What follows belongs to an exercise in optimizing a design on an open flow for small area and few clock cycles; a production flow would make more cautious choices.
Function was checked by simulation only, so behaviour that the tests miss may differ from the original.
Power is estimated from default activity; no workload was simulated.

==> flow/design.v <==
package sgti_pkg;
	localparam int IDX_W     = 20;
	localparam int ROW_W     = 10;
	localparam int REG_W     = 11;
	localparam int CFG_IDX_W = 2;
	localparam int IN_DATA_W  = 8;
	localparam int OUT_DATA_W = 64;
	localparam logic [CFG_IDX_W-1:0] REG_SLICE_COUNT = CFG_IDX_W'(0);
	localparam logic [CFG_IDX_W-1:0] REG_STACK_COUNT = CFG_IDX_W'(1);
	typedef enum logic [1:0] {
		REGION_TOP = 2'd0,
		REGION_MID = 2'd1,
		REGION_BOT = 2'd2
	} region_t;
	typedef struct packed {
		logic              last_triangle;
		region_t           region;
		logic [IDX_W-1:0]  vertex_c;
		logic [IDX_W-1:0]  vertex_b;
		logic [IDX_W-1:0]  vertex_a;
	} tri_t;
endpackage
import sgti_pkg::*;
module sphere_grid_triangle_index_generator #(
	parameter int MAX_SLICES = 1024,
	parameter int MAX_STACKS = 1024
) (
	input  logic                                clk,
	input  logic                                arst_n,
	input  logic                                s_axis_tvalid,
	output logic                                s_axis_tready,
	input  logic [sgti_pkg::IN_DATA_W-1:0]      s_axis_tdata,    
	output logic                                m_axis_tvalid,
	input  logic                                m_axis_tready,
	output logic [sgti_pkg::OUT_DATA_W-1:0]     m_axis_tdata,    
	output logic [1:0]                          m_axis_tuser,    
	output logic                                m_axis_tlast,    
	input  logic                                cfg_valid,
	output logic                                cfg_ready,
	input  logic [sgti_pkg::CFG_IDX_W-1:0]      cfg_index,
	input  logic [sgti_pkg::REG_W-1:0]          cfg_data
);
	localparam int CW = 10;
	typedef enum logic [1:0] {
		PH_TOP = 2'd0,
		PH_MID = 2'd1,
		PH_BOT = 2'd2
	} phase_t;
	logic [CW-1:0]    slices_q;
	logic [CW-1:0]    stacks_q;
	logic [1:0]       phase_q;
	logic [IDX_W-1:0] vtx_q;
	logic [IDX_W-1:0] aux_q;
	logic [CW-1:0]    col_q;
	logic             last_col_q;
	logic             pair_q;
	logic [CW-1:0]    row_q;
	logic             out_valid_q;
	logic             rewind_q;
	logic             cfg_s;
	logic             cfg_t;
	logic             cfg_hit;
	logic             restart;    
	logic [CW-1:0]    sat_s;
	logic [CW-1:0]    sat_t;
	logic [IDX_W-1:0] vtx_k;
	logic [IDX_W-1:0] aux_p1;
	logic [IDX_W-1:0] upper;
	logic [IDX_W-1:0] tri_a;
	logic [IDX_W-1:0] tri_b;
	logic [IDX_W-1:0] tri_c;
	logic [1:0]       tri_region;
	logic             tri_last;
	logic [CW-1:0]    col_p1;
	logic             col_hit;
	logic [1:0]       n_phase;
	logic [IDX_W-1:0] n_vtx;
	logic [IDX_W-1:0] n_aux;
	logic [CW-1:0]    n_col;
	logic             n_last_col;
	logic             n_pair;
	logic [CW-1:0]    n_row;
	logic             ld_first;
	logic             ld_next;
	assign cfg_s   = cfg_valid && (cfg_index == REG_SLICE_COUNT);
	assign cfg_t   = cfg_valid && (cfg_index == REG_STACK_COUNT);
	assign cfg_hit = cfg_s || cfg_t;
	always_comb begin
		if (cfg_data[10]) sat_s = '0;
		else if (cfg_data[9:0] < 10'd3) sat_s = 10'd3;
		else sat_s = cfg_data[9:0];
		if (cfg_data[10]) sat_t = '0;
		else if (cfg_data[9:0] < 10'd2) sat_t = 10'd2;
		else sat_t = cfg_data[9:0];
	end
	always_comb begin
		vtx_k  = vtx_q + ((phase_q == PH_BOT) ? '1 : IDX_W'(1));
		aux_p1 = aux_q + IDX_W'(1);
		upper  = aux_p1 - (last_col_q ? IDX_W'({(col_q == '0), col_q}) : '0);
		tri_region = phase_q;
		tri_last   = 1'b0;
		case (phase_q)
			PH_TOP: begin
				tri_a = '0;
				tri_b = vtx_q;
				tri_c = last_col_q ? IDX_W'(1) : vtx_k;
			end
			PH_MID: begin
				tri_a = vtx_q;
				if (!pair_q) begin
					tri_b = last_col_q ? aux_p1 : vtx_k;
					tri_c = upper;
				end else begin
					tri_b = upper;
					tri_c = aux_q;
				end
			end
			default: begin
				tri_a = aux_p1;
				tri_b = vtx_q;
				tri_c = last_col_q ? aux_q : vtx_k;
				tri_last = last_col_q;
			end
		endcase
	end
	always_comb begin
		col_p1  = col_q + CW'(1);
		col_hit = (col_p1 == slices_q);
		n_phase    = phase_q;
		n_vtx      = vtx_q;
		n_aux      = aux_q;
		n_col      = col_p1;
		n_last_col = col_hit;
		n_pair     = 1'b0;
		n_row      = row_q;
		case (phase_q)
			PH_TOP: begin
				n_vtx = vtx_k;
				if (last_col_q) begin
					n_col = CW'(1);
					n_last_col = 1'b0;
					if (stacks_q != CW'(2)) begin
						n_phase = PH_MID;
						n_aux   = IDX_W'(1);
						n_row   = stacks_q;
					end else begin
						n_phase = PH_BOT;
						n_vtx   = vtx_q;
						n_aux   = vtx_q;
					end
				end
			end
			PH_MID: begin
				if (!pair_q) begin
					n_pair     = 1'b1;
					n_col      = col_q;
					n_last_col = last_col_q;
				end else begin
					n_vtx = vtx_k;
					n_aux = aux_p1;
					if (last_col_q) begin
						n_col = CW'(1);
						n_last_col = 1'b0;
						n_row = row_q - CW'(1);
						if (row_q == CW'(3)) begin
							n_phase = PH_BOT;
							n_vtx   = vtx_q;
							n_aux   = vtx_q;
						end
					end
				end
			end
			default: begin
				n_vtx = vtx_k;
				if (last_col_q) begin
					n_phase = PH_TOP;
					n_vtx   = IDX_W'(1);
					n_col   = CW'(1);
					n_last_col = 1'b0;
				end
			end
		endcase
	end
	assign restart  = s_axis_tvalid ? s_axis_tdata[0] : cfg_hit;
	assign ld_first = out_valid_q ? (m_axis_tready && (restart || rewind_q)) : restart;
	assign ld_next  = out_valid_q && m_axis_tready && !(restart || rewind_q);
	always_ff @(posedge clk or negedge arst_n) begin
		if (!arst_n) begin
			slices_q    <= CW'(32);
			stacks_q    <= CW'(16);
			out_valid_q <= 1'b0;
			rewind_q    <= 1'b0;
			phase_q     <= PH_TOP;
			vtx_q       <= IDX_W'(1);
			col_q       <= CW'(1);
			last_col_q  <= 1'b0;
			pair_q      <= 1'b0;
		end else begin
			if (cfg_s) slices_q <= sat_s;
			if (cfg_t) stacks_q <= sat_t;
			if (!out_valid_q || m_axis_tready) begin
				out_valid_q <= s_axis_tvalid;
				rewind_q    <= s_axis_tvalid && cfg_hit;
			end else begin
				rewind_q    <= rewind_q || cfg_hit;
			end
			if (ld_first) begin
				phase_q    <= PH_TOP;
				vtx_q      <= IDX_W'(1);
				col_q      <= CW'(1);
				last_col_q <= 1'b0;
				pair_q     <= 1'b0;
			end else if (ld_next) begin
				phase_q    <= n_phase;
				vtx_q      <= n_vtx;
				col_q      <= n_col;
				last_col_q <= n_last_col;
				pair_q     <= n_pair;
			end
		end
	end
	always_ff @(posedge clk) begin
		if (ld_next) begin
			aux_q <= n_aux;
			row_q <= n_row;
		end
	end
	assign s_axis_tready = !out_valid_q || m_axis_tready;
	assign cfg_ready     = 1'b1;
	assign m_axis_tvalid = out_valid_q;
	assign m_axis_tdata  = {(OUT_DATA_W - 3 * IDX_W)'(0), tri_c, tri_b, tri_a};
	assign m_axis_tuser  = tri_region;
	assign m_axis_tlast  = tri_last;
endmodule
clock: 10.0 ns
lec_check: 0
cap_margin: 20
core_margin: 2
core_utilization: 40
slew_margin: 20
run.sh (not shown) runs the stock make flow with config.mk's settings and CLKGATE_MAP_FILE= SYNTH_SCRIPT=/design/flow/synth_recipe.tcl, a recipe that flattens the netlist after the stock synthesis.
Testbench counts at the start, summed over its fixed seeds: cycles 77,703.
Then changed:
==> flow/flow/run.sh (new file) <==
#!/bin/bash
set -euo pipefail
W=$(pwd)

# ORFS's synth.tcl with the ABC mapping script swapped
sed -e 's#log_cmd abc {\*}$abc_args#lset abc_args 1 $::env(AREA_ABC_SCRIPT); log_cmd abc {*}$abc_args#' \
	"$FLOW_HOME/scripts/synth.tcl" > "$W/synth_area_body.tcl"
grep -q 'AREA_ABC_SCRIPT' "$W/synth_area_body.tcl"
# The standard flow's synthesis script, sourcing that copy
sed -e "s#\$::env(SCRIPTS_DIR)/synth.tcl#$W/synth_area_body.tcl#" "$W/synth_recipe.tcl" > "$W/synth_area.tcl"
grep -q 'synth_area_body' "$W/synth_area.tcl"
# standard.sh's make line, with that synthesis script
sed -e "s#SYNTH_SCRIPT=[^ ]*#SYNTH_SCRIPT=$W/synth_area.tcl#" "$W/standard.sh" > "$W/standard_area.sh"

export AREA_ABC_SCRIPT="$W/flow/area.abc"
export BUFFER_PORTS_ARGS="-buffer_cell sky130_fd_sc_hd__buf_1"

bash "$W/standard_area.sh" synth > "$W/synth.log" 2>&1
bash "$W/standard.sh" > "$W/layout.log" 2>&1
==> flow/flow/area.abc (new file) <==
strash
dch -f
amap
strash
dch -f
amap
strash
dch -f
amap
strash
dch -f
amap
strash
dch -f
amap
strash
dch -f
amap
strash
dch -f
amap
strash
dch -f
amap
strash
dch -f
amap
strash
dch -f
amap
==> flow/standard.sh (new file) <==
#!/bin/bash
# synth_recipe.tcl (not shown) runs the flow's synth.tcl, then flattens the netlist and writes it again
# the make line also repeats each setting of config.mk as NAME=value (left out here)
make -C /OpenROAD-flow-scripts/flow DESIGN_CONFIG=/design/flow/config.mk WORK_HOME=/design/flow/orfs CLKGATE_MAP_FILE= SYNTH_SCRIPT=/design/flow/synth_recipe.tcl "${@:-finish}"
- CTS_BUF_LIST: unset -> sky130_fd_sc_hd__clkbuf_8
removed: flow/run.sh
Result: Power rose by 50%; via count fell by about 6%; cell area fell by about 16%; clock power fell by about 27%.

sphere_grid_triangle_index_generator, a different RTL version from the one above (not shown whole).
Size in the first run: roughly 620 cells after synthesis, about 86 flip-flops, about 96 I/O pins, about 5800 sq um of cells after synthesis.
==> flow/config.mk <==
export PLATFORM = sky130hd
export DESIGN_NAME = sphere_grid_triangle_index_generator
export DESIGN_NICKNAME = sphere_grid_triangle_index_generator
export VERILOG_FILES = /design/flow/design.v
export SDC_FILE = /design/flow/constraint.sdc
export NUM_CORES = 4
export LEC_CHECK = 0
export CAP_MARGIN = 20
export CORE_MARGIN = 2
export CORE_UTILIZATION = 40
export CTS_BUF_LIST = sky130_fd_sc_hd__clkbuf_8
export SLEW_MARGIN = 20
==> flow/constraint.sdc <==
create_clock -name core_clock -period 10.0 [get_ports {clk}]
set_input_delay 2.0000 -clock core_clock [delete_from_list [all_inputs] [get_ports {clk}]]
set_output_delay 2.0000 -clock core_clock [all_outputs]
set_load 0.01 [all_outputs]
standard.sh (not shown) runs the stock make flow with config.mk's settings and CLKGATE_MAP_FILE= SYNTH_SCRIPT=/design/flow/synth_recipe.tcl, a recipe that flattens the netlist after the stock synthesis.
==> flow/flow/run.sh <==
#!/bin/bash
set -euo pipefail
W=$(pwd)

# ORFS's synth.tcl with the ABC mapping script swapped
sed -e 's#log_cmd abc {\*}$abc_args#lset abc_args 1 $::env(AREA_ABC_SCRIPT); log_cmd abc {*}$abc_args#' \
	"$FLOW_HOME/scripts/synth.tcl" > "$W/synth_area_body.tcl"
grep -q 'AREA_ABC_SCRIPT' "$W/synth_area_body.tcl"
# The standard flow's synthesis script, sourcing that copy
sed -e "s#\$::env(SCRIPTS_DIR)/synth.tcl#$W/synth_area_body.tcl#" "$W/synth_recipe.tcl" > "$W/synth_area.tcl"
grep -q 'synth_area_body' "$W/synth_area.tcl"
# standard.sh's make line, with that synthesis script
sed -e "s#SYNTH_SCRIPT=[^ ]*#SYNTH_SCRIPT=$W/synth_area.tcl#" "$W/standard.sh" > "$W/standard_area.sh"

export AREA_ABC_SCRIPT="$W/flow/area.abc"
export BUFFER_PORTS_ARGS="-buffer_cell sky130_fd_sc_hd__buf_1"
export CTS_ARGS="-sink_clustering_enable -repair_clock_nets -buf_list sky130_fd_sc_hd__clkbuf_8 -dont_use_dummy_load"

bash "$W/standard_area.sh" synth > "$W/synth.log" 2>&1
bash "$W/standard.sh" > "$W/layout.log" 2>&1
==> flow/flow/area.abc <==
strash
dch -f
amap
strash
dch -f
amap
strash
dch -f
amap
strash
dch -f
amap
strash
dch -f
amap
strash
dch -f
amap
strash
dch -f
amap
strash
dch -f
amap
strash
dch -f
amap
strash
dch -f
amap
Testbench counts at the start, summed over its fixed seeds: cycles 77,703.
Rerun with:
==> flow/flow/area.abc (replaced) <==
strash
dc2
dch
amap
strash
dc2
dch
amap
Outcome: The new run ran to the end with no violations. Via count went down by 1.5%. Non-clock buffer count is lower by 3. Flip-flop and latch count does not change. Final area decreases by 0.39%. Worst setup slack gets worse by 0.057 ns. Total power climbs by 3.7%. Final cell count falls by 0.45%.

static timing again, ports no longer ideal:
The flow's constraints put no driver on any port. The routed layouts listed below were extracted and timed again, unchanged, in two steps.
Step 1, drivers: a clkbuf_16 drives clk and a buf_2 each remaining input, both assumed.
Step 2, shift: input delay + t, output delay - t, t = (earliest + latest rising clock arrival at the registers) / 2. This alone moves slack from input paths to output paths.
Slacks: ideal ports / drivers / drivers and shift; pairs: ideal ports / drivers.
run | shift t [ns] | setup slack, ns | hold WS [ns] | pins driven straight from the clock port
the first run of note 1 | 0.401 | 3.205 / 3.162 / 3.562 | 0.476 / 0.476 / 0.476 | 1
the second run of note 1 | 0.416 | 1.864 / 1.828 / 2.244 | 0.490 / 0.490 / 0.490 | 1
the first run of note 2 | 0.401 | 0.990 / 0.956 / 1.358 | 0.504 / 0.504 / 0.504 | 1
the second run of note 2 | 0.402 | 0.933 / 0.895 / 1.297 | 0.498 / 0.498 / 0.498 | 1
After both steps every run listed still meets setup and hold.
